Context: an optimization exercise on an open-source flow, tuned for small area. The choices shown serve that exercise and are no tape-out recipe.
Only simulation tests tie the RTL to the original design; equivalence was not proved.
Power figures rest on the tool's default switching activity, not on a simulated workload.

$ cat flow/flow/run.sh
#!/bin/bash
# Own layout flow: the standard synthesis with an area-oriented ABC mapping script, then the
# standard ORFS layout with leaner port buffers and clock tree. Each tool's output goes to a log here.
set -euo pipefail
W=$(pwd)
F=$W/flow

# synthesis: synth_recipe.tcl unchanged, except that ABC gets flow/area.abc as its script
cat > "$W/synth_area.tcl" <<EOT
proc abc {args} {
  set i [lsearch -exact \$args -script]
  if {\$i >= 0} { set args [lreplace \$args \$i [expr {\$i + 1}] -script $F/area.abc] }
  yosys abc {*}\$args
}
source $W/synth_recipe.tcl
EOT
sed "s#SYNTH_SCRIPT=[^ ]*#SYNTH_SCRIPT=$W/synth_area.tcl#" standard.sh > "$W/area_standard.sh"

bash "$W/area_standard.sh" synth > "$W/synth.log" 2>&1

CTS_ARGS=${X_CTS_ARGS:-"-sink_clustering_enable -repair_clock_nets -dont_use_dummy_load -buf_list sky130_fd_sc_hd__clkbuf_8 -sink_clustering_size 16 -sink_clustering_max_diameter 60"}
bash "$W/area_standard.sh" \
  "BUFFER_PORTS_ARGS=-buffer_cell sky130_fd_sc_hd__buf_1" \
  "CTS_ARGS=$CTS_ARGS" \
  "POST_RESIZE_TCL=$F/downsize.tcl" \
  ${X_EXTRA:-} \
  ${X_TARGET:-finish} > "$W/layout.log" 2>&1
$ cat flow/flow/area.abc
strash
&get -n
&st
&dch
&nf -R 1000 -p
&put
mfs2
strash
&get -n
&dch
&nf -R 1000 -p
&put
mfs2
strash
&get -n
&dch
&nf -R 1000 -p
&put
mfs2
strash
&get -n
&dch
&nf -R 1000 -p
&put
mfs2
strash
&get -n
&dch
&nf -R 1000 -p
&put
$ cat flow/flow/downsize.tcl
# Downsize gates that repair left larger than their loads need: try each smaller drive of the
# same cell, keep it only if slews stay under 80% of the library limit, no slew or capacitance
# violation appears and setup slack stays above a margin.
proc ds_pin_slew {pin} {
  set s 0
  foreach pr {slew_max_rise slew_max_fall} {
    set v [get_property $pin $pr]
    if {$v > $s} {set s $v}
  }
  return $s
}
proc ds_ok {inst} {
  foreach out [get_pins -of_objects $inst -filter "direction==output"] {
    set net [get_nets -of_objects $out]
    if {$net == ""} continue
    foreach p [concat [list $out] [get_pins -of_objects $net -filter "direction==input"]] {
      if {[ds_pin_slew $p] > 1.2} {return 0}
    }
  }
  foreach in [get_pins -of_objects $inst -filter "direction==input"] {
    if {[ds_pin_slew $in] > 1.2} {return 0}
  }
  return 1
}
set ds_slack_min 0.8e-9
estimate_parasitics -placement
set ds_a0 [rsz::design_area]
set ds_sv [sta::max_slew_violation_count]
set ds_cv [sta::max_capacitance_violation_count]
set ds_kept 0
set cands {}
foreach inst [get_cells *] {
  set m [get_property $inst ref_name]
  if {[regexp {^(sky130_fd_sc_hd__[a-z0-9]+)_([0-9]+)$} $m -> base sz] && $sz > 1} {
    if {[string match "*dfx*" $base] || [string match "*edf*" $base] || [string match "*clkbuf*" $base] || [string match "*tap*" $base] || [string match "*conb*" $base]} continue
    lappend cands [list $inst $base $sz $m]
  }
}
puts "downsize: [llength $cands] candidates, area $ds_a0, slack [sta::worst_slack_cmd max]"
foreach c $cands {
  lassign $c inst base sz m
  foreach s {0 1 2 4} {
    if {$s >= $sz} break
    set lc [get_lib_cells -quiet */${base}_$s]
    if {$lc == ""} continue
    if {[lsearch -exact $::env(DONT_USE_CELLS) ${base}_$s] >= 0} continue
    replace_cell $inst $lc
    estimate_parasitics -placement
    if {[ds_ok $inst] && [sta::max_slew_violation_count] <= $ds_sv && [sta::max_capacitance_violation_count] <= $ds_cv && [sta::worst_slack_cmd max] >= $ds_slack_min} {
      incr ds_kept
      break
    }
    replace_cell $inst [get_lib_cells */$m]
  }
}
estimate_parasitics -placement
puts "downsize: kept $ds_kept, area [rsz::design_area] (was $ds_a0), slack [sta::worst_slack_cmd max], slew viol [sta::max_slew_violation_count], cap viol [sta::max_capacitance_violation_count]"
$ cat flow/standard.sh
#!/bin/bash
# synth_recipe.tcl (not shown) runs the flow's synth.tcl, then flattens the netlist and writes it again
# the make line also repeats each setting of config.mk as NAME=value (left out here)
make -C /OpenROAD-flow-scripts/flow DESIGN_CONFIG=/design/flow/config.mk WORK_HOME=/design/flow/orfs CLKGATE_MAP_FILE= SYNTH_SCRIPT=/design/flow/synth_recipe.tcl "${@:-finish}"
$ cat flow/config.mk
export PLATFORM = sky130hd
export DESIGN_NAME = arm_lite_core
export DESIGN_NICKNAME = arm_lite_core
export VERILOG_FILES = /design/flow/design.v
export SDC_FILE = /design/flow/constraint.sdc
export NUM_CORES = 4
export LEC_CHECK = 0
export CAP_MARGIN = 5
export CORE_MARGIN = 2
export CORE_UTILIZATION = 60
export SLEW_MARGIN = 5
$ cat flow/constraint.sdc
create_clock -name core_clock -period 12.0 [get_ports {clk}]
set_input_delay 2.4000 -clock core_clock [delete_from_list [all_inputs] [get_ports {clk}]]
set_output_delay 2.4000 -clock core_clock [all_outputs]
set_load 0.01 [all_outputs]
$ cat flow/design.v
package arm_lite_pkg;
    localparam int XLEN       = 32;
    localparam int REG_ADDR_W = 4;
    localparam int NUM_REGS   = 16;
    localparam int COND_LSB      = 28;
    localparam int TYPE_LSB      = 26;   
    localparam int IMM_BIT       = 25;
    localparam int OPC_LSB       = 21;
    localparam int S_BIT         = 20;
    localparam int RN_LSB        = 16;
    localparam int RD_LSB        = 12;
    localparam int ROT_LSB       = 8;    
    localparam int IMM8_LSB      = 0;
    localparam int SHAMT_LSB     = 7;    
    localparam int SHIFT_LSB     = 5;
    localparam int REG_SHIFT_BIT = 4;    
    localparam int RM_LSB        = 0;
    localparam logic [3:0] COND_EQ = 4'd0;
    localparam logic [3:0] COND_NE = 4'd1;
    localparam logic [3:0] COND_CS = 4'd2;
    localparam logic [3:0] COND_CC = 4'd3;
    localparam logic [3:0] COND_MI = 4'd4;
    localparam logic [3:0] COND_PL = 4'd5;
    localparam logic [3:0] COND_VS = 4'd6;
    localparam logic [3:0] COND_VC = 4'd7;
    localparam logic [3:0] COND_HI = 4'd8;
    localparam logic [3:0] COND_LS = 4'd9;
    localparam logic [3:0] COND_GE = 4'd10;
    localparam logic [3:0] COND_LT = 4'd11;
    localparam logic [3:0] COND_GT = 4'd12;
    localparam logic [3:0] COND_LE = 4'd13;
    localparam logic [3:0] COND_AL = 4'd14;
    localparam logic [3:0] COND_NV = 4'd15;
    localparam logic [3:0] OP_AND = 4'b0000;
    localparam logic [3:0] OP_EOR = 4'b0001;
    localparam logic [3:0] OP_SUB = 4'b0010;
    localparam logic [3:0] OP_ADD = 4'b0100;
    localparam logic [3:0] OP_TST = 4'b1000;
    localparam logic [3:0] OP_CMP = 4'b1010;
    localparam logic [3:0] OP_ORR = 4'b1100;
    localparam logic [3:0] OP_MOV = 4'b1101;
    localparam logic [3:0] OP_MVN = 4'b1111;
    localparam logic [2:0] ALU_PASS_B = 3'd0;
    localparam logic [2:0] ALU_NOT_B  = 3'd1;
    localparam logic [2:0] ALU_ADD    = 3'd2;
    localparam logic [2:0] ALU_SUB    = 3'd3;
    localparam logic [2:0] ALU_AND    = 3'd4;
    localparam logic [2:0] ALU_ORR    = 3'd5;
    localparam logic [2:0] ALU_EOR    = 3'd6;
    localparam logic [1:0] SH_LSL = 2'd0;
    localparam logic [1:0] SH_LSR = 2'd1;
    localparam logic [1:0] SH_ASR = 2'd2;
    localparam logic [1:0] SH_ROR = 2'd3;
endpackage
`timescale 1ns/1ps
module ins_decoder (
    input  logic        clk,
    input  logic        i_reset_n,
    input  logic        i_ins_valid,
    input  logic [31:0] i_ins,
    input  logic [3:0]  i_nzcv_next,   
    output logic        o_valid,       
    output logic        o_write,       
    output logic        o_set_flags,   
    output logic        o_arith,       
    output logic        o_inv,         
    output logic        o_zero_a,      
    output logic        o_keep_p,      
    output logic        o_keep_g,      
    output logic [3:0]  o_rd,
    output logic [3:0]  o_rn,
    output logic        o_is_imm,
    output logic [11:0] o_op2          
);
    logic [3:0] opc;
    logic       is_dp;
    logic       known_op;
    logic       is_compare;
    logic       cond_ok;
    logic       go;
    logic       fn, fz, fc, fv;
    assign {fn, fz, fc, fv} = i_nzcv_next;
    always_comb begin
        case (i_ins[31:28])
            arm_lite_pkg::COND_EQ: cond_ok = fz;
            arm_lite_pkg::COND_NE: cond_ok = !fz;
            arm_lite_pkg::COND_CS: cond_ok = fc;
            arm_lite_pkg::COND_CC: cond_ok = !fc;
            arm_lite_pkg::COND_MI: cond_ok = fn;
            arm_lite_pkg::COND_PL: cond_ok = !fn;
            arm_lite_pkg::COND_VS: cond_ok = fv;
            arm_lite_pkg::COND_VC: cond_ok = !fv;
            arm_lite_pkg::COND_HI: cond_ok = fc && !fz;
            arm_lite_pkg::COND_LS: cond_ok = !fc || fz;
            arm_lite_pkg::COND_GE: cond_ok = fn == fv;
            arm_lite_pkg::COND_LT: cond_ok = fn != fv;
            arm_lite_pkg::COND_GT: cond_ok = !fz && (fn == fv);
            arm_lite_pkg::COND_LE: cond_ok = fz || (fn != fv);
            arm_lite_pkg::COND_AL: cond_ok = 1'b1;
            default:               cond_ok = 1'b0;   
        endcase
    end
    assign opc   = i_ins[24:21];
    assign is_dp = (i_ins[27:26] == 2'b00) && (i_ins[25] || !i_ins[4]);
    always_comb begin
        case (opc)
            arm_lite_pkg::OP_AND, arm_lite_pkg::OP_EOR, arm_lite_pkg::OP_SUB,
            arm_lite_pkg::OP_ADD, arm_lite_pkg::OP_TST, arm_lite_pkg::OP_CMP,
            arm_lite_pkg::OP_ORR, arm_lite_pkg::OP_MOV, arm_lite_pkg::OP_MVN: known_op = 1'b1;
            default: known_op = 1'b0;
        endcase
    end
    assign is_compare = opc[3] && !opc[2] && !opc[0];   
    assign go         = i_reset_n && i_ins_valid && cond_ok && is_dp && known_op;
    always_ff @(posedge clk) begin
        o_valid     <= i_reset_n && i_ins_valid;
        o_write     <= go && !is_compare;
        o_set_flags <= go && (i_ins[20] || is_compare);
    end
    always_ff @(posedge clk) begin
        o_arith     <= (opc[1] && !opc[0]) || (!opc[3] && opc[2]);
        o_inv       <= opc[1];
        o_zero_a    <= opc[3] && opc[2] && opc[0];
        o_keep_p    <= opc[2] || opc[1] || opc[0];
        o_keep_g    <= !opc[1] && !opc[0] && (!opc[2] || opc[3]);
        o_rd        <= i_ins[15:12];
        o_rn        <= i_ins[19:16];
        o_is_imm    <= i_ins[25];
        o_op2       <= i_ins[11:0];
    end
endmodule
`timescale 1ns/1ps
module reg_bank (
    input  logic        clk,
    input  logic [15:0] i_sel_a,
    output logic [31:0] o_rd_data_a,
    input  logic [15:0] i_sel_b,
    output logic [31:0] o_rd_data_b,
    input  logic [15:0] i_wr_en,       
    input  logic [31:0] i_wr_data
);
    logic [31:0] regs [0:15];
    always_comb begin
        o_rd_data_a = '0;
        o_rd_data_b = '0;
        for (int i = 0; i < 16; i++) begin
            o_rd_data_a = o_rd_data_a | (regs[i] & {32{i_sel_a[i]}});
            o_rd_data_b = o_rd_data_b | (regs[i] & {32{i_sel_b[i]}});
        end
    end
    for (genvar i = 0; i < 16; i++) begin : g_reg
        always_ff @(posedge clk) begin
            if (i_wr_en[i]) begin
                regs[i] <= i_wr_data;
            end
        end
    end
endmodule
`timescale 1ns/1ps
module operand2_shifter (
    input  logic        i_is_imm,
    input  logic [11:0] i_op2,      
    input  logic [31:0] i_rm_val,   
    output logic [31:0] o_value
);
    logic [31:0] x;
    logic [4:0]  shamt;
    logic [1:0]  sh;
    logic [4:0]  amt;
    logic [31:0] r;
    logic [31:0] thermo;   
    logic [31:0] mask;
    logic        left;
    logic        right;
    logic        fill;
    assign shamt = i_op2[11:7];
    assign sh    = i_op2[6:5];
    assign x     = i_rm_val | {24'd0, i_op2[7:0] & {8{i_is_imm}}};
    always_comb begin
        if (i_is_imm)                          amt = {i_op2[11:8], 1'b0};
        else if (sh == arm_lite_pkg::SH_LSL)   amt = 5'd0 - shamt;
        else                                   amt = shamt;
    end
    always_comb begin
        r = x;
        if (amt[0]) r = {r[0],    r[31:1]};
        if (amt[1]) r = {r[1:0],  r[31:2]};
        if (amt[2]) r = {r[3:0],  r[31:4]};
        if (amt[3]) r = {r[7:0],  r[31:8]};
        if (amt[4]) r = {r[15:0], r[31:16]};
    end
    assign left  = !i_is_imm && (sh == arm_lite_pkg::SH_LSL);
    assign right = !i_is_imm && (sh == arm_lite_pkg::SH_LSR || sh == arm_lite_pkg::SH_ASR);
    assign fill  = (sh == arm_lite_pkg::SH_ASR) && i_rm_val[31];
    always_comb begin
        for (int k = 0; k < 32; k++) thermo[k] = (shamt > k);
        for (int i = 0; i < 32; i++) mask[i] = (left && thermo[i]) || (right && thermo[31 - i]);
    end
    always_comb begin
        for (int i = 0; i < 32; i++) o_value[i] = mask[i] ? fill : r[i];
    end
endmodule
`timescale 1ns/1ps
module execute_stage (
    input  logic        clk,
    input  logic        i_reset_n,
    input  logic        i_valid,
    input  logic        i_write,
    input  logic        i_set_flags,
    input  logic        i_arith,
    input  logic        i_inv,
    input  logic        i_keep_p,
    input  logic        i_keep_g,
    input  logic [3:0]  i_rd,
    input  logic [31:0] i_op_a,
    input  logic [31:0] i_op_b,
    output logic [31:0] o_result,      
    output logic [3:0]  o_nzcv_next,   
    output logic        o_wb_valid,
    output logic        o_wb_en,
    output logic [3:0]  o_wb_addr,
    output logic [31:0] o_wb_data,
    output logic [3:0]  o_nzcv
);
    logic [3:0]  flags_q;
    logic [31:0] bx, p, g;
    logic [32:0] c;
    logic        arith, keep_p, keep_g;
    assign arith  = i_arith  && i_reset_n;
    assign keep_p = i_keep_p && i_reset_n;
    assign keep_g = i_keep_g && i_reset_n;
    assign bx   = i_op_b ^ {32{i_inv}};
    assign p    = i_op_a ^ bx;
    assign g    = i_op_a & bx;
    logic [7:0] bg, bp;
    always_comb begin
        for (int j = 0; j < 8; j++) begin
            bg[j] = g[4*j+3] | (p[4*j+3] & g[4*j+2]) | (p[4*j+3] & p[4*j+2] & g[4*j+1]) |
                    (p[4*j+3] & p[4*j+2] & p[4*j+1] & g[4*j]);
            bp[j] = &p[4*j +: 4];
        end
        c[0] = i_inv;
        for (int j = 0; j < 8; j++) begin
            for (int k = 0; k < 3; k++) c[4*j+k+1] = g[4*j+k] | (p[4*j+k] & c[4*j+k]);
            c[4*j+4] = bg[j] | (bp[j] & c[4*j]);
        end
    end
    assign o_result = ((p & {32{keep_p}}) | (g & {32{keep_g}})) ^ (c[31:0] & {32{arith}});
    always_comb begin
        o_nzcv_next = flags_q;
        if (i_set_flags) begin
            o_nzcv_next[3] = o_result[31];
            o_nzcv_next[2] = o_result == 32'd0;
            if (i_arith) begin
                o_nzcv_next[1] = c[32];
                o_nzcv_next[0] = c[32] ^ c[31];
            end
        end
    end
    always_ff @(posedge clk) begin
        if (!i_reset_n) begin
            flags_q <= 4'd0;
        end else begin
            flags_q <= o_nzcv_next;
        end
    end
    always_ff @(posedge clk) begin
        o_wb_valid <= i_reset_n && i_valid;
        o_wb_en    <= i_reset_n && i_write;
        o_wb_addr  <= i_rd;
        o_wb_data  <= o_result;
    end
    assign o_nzcv = flags_q;
endmodule
`timescale 1ns/1ps
module arm_lite_core (
    input  logic        clk,
    input  logic        i_reset_n,
    input  logic        i_ins_valid,
    input  logic [31:0] i_ins,
    output logic        o_wb_valid,
    output logic        o_wb_en,
    output logic [3:0]  o_wb_addr,
    output logic [31:0] o_wb_data,
    output logic [3:0]  o_nzcv
);
    logic        dec_valid;
    logic        dec_write;
    logic        dec_set_flags;
    logic        dec_arith;
    logic        dec_inv;
    logic        dec_zero_a;
    logic        dec_keep_p;
    logic        dec_keep_g;
    logic [3:0]  dec_rd;
    logic [3:0]  dec_rn;
    logic        dec_is_imm;
    logic [11:0] dec_op2;
    logic [15:0] sel_a;
    logic [15:0] sel_b;
    logic [15:0] wr_en;
    logic [31:0] op_a;
    logic [31:0] rm_val;
    logic [31:0] op_b;
    logic [3:0]  nzcv_next;
    logic [31:0] result;
    ins_decoder u_ins_decoder (
        .clk         (clk),
        .i_reset_n   (i_reset_n),
        .i_ins_valid (i_ins_valid),
        .i_ins       (i_ins),
        .i_nzcv_next (nzcv_next),
        .o_valid     (dec_valid),
        .o_write     (dec_write),
        .o_set_flags (dec_set_flags),
        .o_arith     (dec_arith),
        .o_inv       (dec_inv),
        .o_zero_a    (dec_zero_a),
        .o_keep_p    (dec_keep_p),
        .o_keep_g    (dec_keep_g),
        .o_rd        (dec_rd),
        .o_rn        (dec_rn),
        .o_is_imm    (dec_is_imm),
        .o_op2       (dec_op2)
    );
    always_comb begin
        for (int i = 0; i < 16; i++) begin
            sel_a[i] = (dec_rn == 4'(i)) && !dec_zero_a;
            sel_b[i] = (dec_op2[3:0] == 4'(i)) && !dec_is_imm;
            wr_en[i] = ((dec_rd == 4'(i)) && dec_write) || !i_reset_n;
        end
    end
    reg_bank u_reg_bank (
        .clk         (clk),
        .i_sel_a     (sel_a),
        .o_rd_data_a (op_a),
        .i_sel_b     (sel_b),
        .o_rd_data_b (rm_val),
        .i_wr_en     (wr_en),
        .i_wr_data   (result)
    );
    operand2_shifter u_operand2_shifter (
        .i_is_imm (dec_is_imm),
        .i_op2    (dec_op2),
        .i_rm_val (rm_val),
        .o_value  (op_b)
    );
    execute_stage u_execute_stage (
        .clk         (clk),
        .i_reset_n   (i_reset_n),
        .i_valid     (dec_valid),
        .i_write     (dec_write),
        .i_set_flags (dec_set_flags),
        .i_arith     (dec_arith),
        .i_inv       (dec_inv),
        .i_keep_p    (dec_keep_p),
        .i_keep_g    (dec_keep_g),
        .i_rd        (dec_rd),
        .i_op_a      (op_a),
        .i_op_b      (op_b),
        .o_result    (result),
        .o_nzcv_next (nzcv_next),
        .o_wb_valid  (o_wb_valid),
        .o_wb_en     (o_wb_en),
        .o_wb_addr   (o_wb_addr),
        .o_wb_data   (o_wb_data),
        .o_nzcv      (o_nzcv)
    );
endmodule
==> results.py <==
metrics = {
    "critical_path": {
        "rrSetupSlack_ps": 640,
        "cp.depth": 46,
        "required_ps": 12530,
        "crit_buf_inv": 3,
        "r2r-end": "u_ins_decoder.o_set_flags",
        "critical_path_class": "flop to flop",
        "start_kind": "flop",
        "critPathCaptureType": "flop",
        "crit_top_cell": "a21oi_1",
        "cp.arrival_ps": 11880,
        "reg2reg_depth": 46,
        "cp_max_fo": 19,
        "critPathMaxStageDelay_ps": 870,
        "r2r_start": "u_ins_decoder.o_is_imm",
        "crit_slowest_cell": "nor2_2",
        "path_delay_family": "compound AO/OA/AOI/OAI gates",
    },
    "detailed_routing": {
        "drc": 0,
        "drt_iter0_drc": 6439,
        "vias_per_cell": 8.15,
        "drtPass1Iterations": 14,
        "drtAntennaViolNets": 0,
        "route.vias.total": 21454,
        "wl_per_cell_um": 37.3,
        "wirelength_mm": 98.1,
    },
    "clock_tree": {
        "clock_latency_ps": 690,
        "path_clk_slew_ps": 100,
        "clock-sinks": 583,
        "ctsHtreeMaxLevel": 2,
        "holdBufCountCts": 0,
        "cts_tree": "yes",
        "numCtsBuffers": 44,
        "clk_path_buf_depth": 3,
        "cts_setup_buffers": 0,
        "cts_root_buf": "clkbuf_8",
    },
    "sta": {
        "tightest_slew_ps": 1390,
        "min_period_ps": 11360,
        "hold_viol_final": 0,
        "timing.fmax_mhz": 88.0,
        "timing.final.crit_share_pct": 94.7,
        "tns_ps": 0,
        "relSlewSlack_pct": 7.11,
        "maxSlewViolCount": 0,
        "fin_skew_ps": 96.1,
        "rsz0062_at_grt": "false",
        "setup_violations": 0,
    },
    "power": {
        "p_clk_share_pct": 16.8,
        "p_comb_share_pct": 22.7,
        "cellPowerDensity_nw_per_um2": 197,
        "p_seq_share_pct": 60.6,
        "leakagePower_nw": 9.64,
        "max-vdd-ir-drop_uv": 146,
        "power_switching_mw": 1.84,
        "switching_share_pct": 33.0,
        "p_int_mw": 3.73,
    },
    "placement": {
        "place_area_um2": 27600,
        "dpl.hpwl_mm": 57.1,
        "gp_congestion": 1.03,
        "portBuffers": 76,
    },
    "run": {
        "drv_cap": 0,
    },
    "global_routing": {
        "grtUsageMet1_pct": 57.0,
        "busiest_layer": "met2",
        "grt_use_total_pct": 43.3,
        "grt_util_met3_pct": 12.4,
        "use_met2_pct": 64.4,
        "overflow": 0,
        "antenna_found_initial": 3,
        "grt_pass1_wl_mm": 138,
        "grt_max_degree": 33,
        "grt_pass1_vias": 20543,
    },
    "synth": {
        "synth_enable_flop_cells": 512,
        "syn-instance-count": 1832,
        "yosys_warnings": 6,
        "syn_area_um2": 26100,
        "synth.avg_cell_area_um2": 14.2,
        "synth_cell_types": 41,
        "synth_fp_nets": 1905,
        "synth_seq_cells": 583,
        "ys_seq_area_share_pct": 64.4,
        "async_reset_ff_share_pct": 0,
        "synth_ff_type": "edfxtp_1",
    },
    "finish": {
        "drive_above_1_share_pct": 5.97,
        "area_delta_synth_final_pct": 8.58,
        "final_area_um2": 28300,
        "n_fill_cell": 3242,
        "multi_input_area_um2": 9350,
        "final_nets": 2120,
        "regArea_um2": 16800,
    },
    "floorplanning": {
        "ios": 77,
        "dieArea_um2": 45100,
        "die_w_um": 212,
        "dieHeight_um": 212,
        "start_util_pct": 60.6,
        "row_count": 76,
        "coreArea_um2": 43000,
    },
    "worst_hold_path": {
        "hold_path_startpoint": "u_ins_decoder.o_rd[2]",
        "hp-class": "flop to flop",
        "min_to": "u_execute_stage.o_wb_addr[2]",
        "min_path_cells": 0,
    },
    "outcome": {
        "status": "no timing/DRC/antenna violations",
    },
}
## how the worst max path moves through the flow
stage	slack, ps	to	startpoint
2_1_floorplan	1330	u_ins_decoder.o_set_flags	u_ins_decoder.o_is_imm
3_3_place_gp	2140	u_ins_decoder.o_set_flags	u_ins_decoder.o_is_imm
3_5_place_dp	1080	u_ins_decoder.o_write	u_ins_decoder.o_is_imm
4_1_cts	1030	u_ins_decoder.o_set_flags	u_ins_decoder.o_is_imm
5_1_grt	50	u_ins_decoder.o_write	u_ins_decoder.o_is_imm
6_report	640	u_ins_decoder.o_set_flags	u_ins_decoder.o_is_imm
## state kept, by name (all words and copies together), names as in the netlist, 4 cells and up
register / count
u_ins_decoder.o_op2: 12
u_execute_stage.o_wb_data: 32
u_execute_stage.flags_q: 4
u_reg_bank.regs: 512
u_execute_stage.o_wb_addr: 4
u_ins_decoder.o_rn: 4
u_ins_decoder.o_rd: 4
## stage by stage
step / cells / worst slack (ps) / utilization, % / hold WS [ps] / total power [mW]
floorplan: 1832 / 1330 / - / 372 / 4.02
global placement: 2585 / 2140 / 65.7 / 385 / 4.60
detailed placement: 2585 / 1080 / 64.3 / 385 / 4.59
CTS: 2629 / 1030 / 65.7 / 415 / 5.49
global route: 2631 / 52.8 / 65.8 / 429 / 5.74
finish: 2632 / 641 / 65.8 / 416 / 5.56
## layout by cell type, fill, tap and decap left out, drive strengths merged, types with 8 or more instances in the layout
cell type / instances
o22ai: 33
nor2b: 8
nand3: 100
nand2b: 15
a21o: 8
nor4: 9
a222oi: 254
mux2i: 97
edfxtp: 512
nor2: 123
and4: 15
a22oi: 119
clkbuf: 48
xor2: 20
xnor2: 50
o21ai: 39
nor3: 44
a221oi: 48
buf: 165
ha: 38
dfxtp: 71
mux2: 32
clkinv: 16
a21oi: 72
nand2: 56
nand4: 13
## synth_stat cells (6+ instances only)
| library cell | n | share of area (%) |
|---|---|---|
| a22o_1 | 6 | 0.20 |
| nor3_1 | 44 | 0.84 |
| a22oi_1 | 119 | 3.4 |
| mux2i_1 | 97 | 3.7 |
| nand2b_1 | 15 | 0.36 |
| dfxtp_1 | 71 | 5.5 |
| nand4_1 | 13 | 0.31 |
| nor2b_1 | 8 | 0.19 |
| a222oi_1 | 254 | 9.8 |
| and2_0 | 6 | 0.14 |
| o22ai_1 | 33 | 0.79 |
| o21ai_0 | 39 | 0.75 |
| a221oi_1 | 48 | 1.6 |
| nor4_1 | 9 | 0.22 |
| nand2_1 | 56 | 0.81 |
| edfxtp_1 | 512 | 59 |
| xor2_1 | 20 | 0.67 |
| clkinv_1 | 16 | 0.23 |
| xnor2_1 | 50 | 1.7 |
| and4_1 | 15 | 0.50 |
| ha_1 | 38 | 1.8 |
| nor2_1 | 123 | 1.8 |
| a21o_1 | 8 | 0.23 |
| a21oi_1 | 72 | 1.4 |
| nand3_1 | 100 | 1.9 |
| mux2_1 | 32 | 1.4 |
## timing repair
item / CTS / global route
resized for setup: 0 / 1
endpoints found under the hold margin: 0 / 0
setup endpoints to repair: 0 / 2
## cell families (layout without fill, tap and decap cells)
group / after synthesis / count (layout) / synth area share (%)
compound gates: 593 / 593 / 18.6
flops: 583 / 583 / 64.4
simple gates: 403 / 403 / 7.43
mux: 129 / 129 / 5.11
xor+xnor: 70 / 70 / 2.35
fa+ha+maj: 38 / 38 / 1.82
buf+inv: 16 / 229 / 0.230
other cells: 0 / 2 / 0
## power by group through the flow
stage	sequential, mW	combinational (mW)	clock [mW]
3_3_place_gp	3.36	1.23	0
5_1_grt	3.40	1.34	0.990
6_report	3.37	1.26	0.932
3_5_place_dp	3.38	1.21	0
2_1_floorplan	3.28	0.734	0
4_1_cts	3.34	1.21	0.932
## cell type report
type                            count  share of cell area (%)
Timing Repair Buffer              169                    2.64
Tap cell                          585                    2.59
Antenna cell                        2                  0.0177
Clock buffer                       44                    2.14
Sequential cell                   583                    59.4
Inverter                           16                   0.212
Multi-Input combinational cell   1233                    33.0
## routing by layer
| metal | vias to the layer above | share of wire, % |
|---|---|---|
| met3 | 577 | 16 |
| met5 | - | 0 |
| met4 | 0 | 7.2 |
| met1 | 10051 | 34 |
| met2 | 2334 | 43 |
| li1 | 8492 | - |

[static timing again, ports no longer ideal]
No port has a modelled driver above. Below, the same layout with a new extraction and two added sets of constraints.
Step 1 assumes that a clkbuf_16 drives the clock port and a buf_2 every other input.
Step 2 also shifts input and output timing later by t, the mid clock arrival at the registers, as if the neighbouring blocks saw the same clock.
Slacks: no drivers / after step 1 / after step 2; pairs: no drivers / after step 1.
shift t [ns]: 0.701
setup WS [ns]: 0.641 / 0.641 / 0.641
worst setup path after step 2: register to register
After both steps setup and hold are still met in this run. The setup slack of this run moves by 0.000 ns with the drivers and by 0.000 ns with both steps.
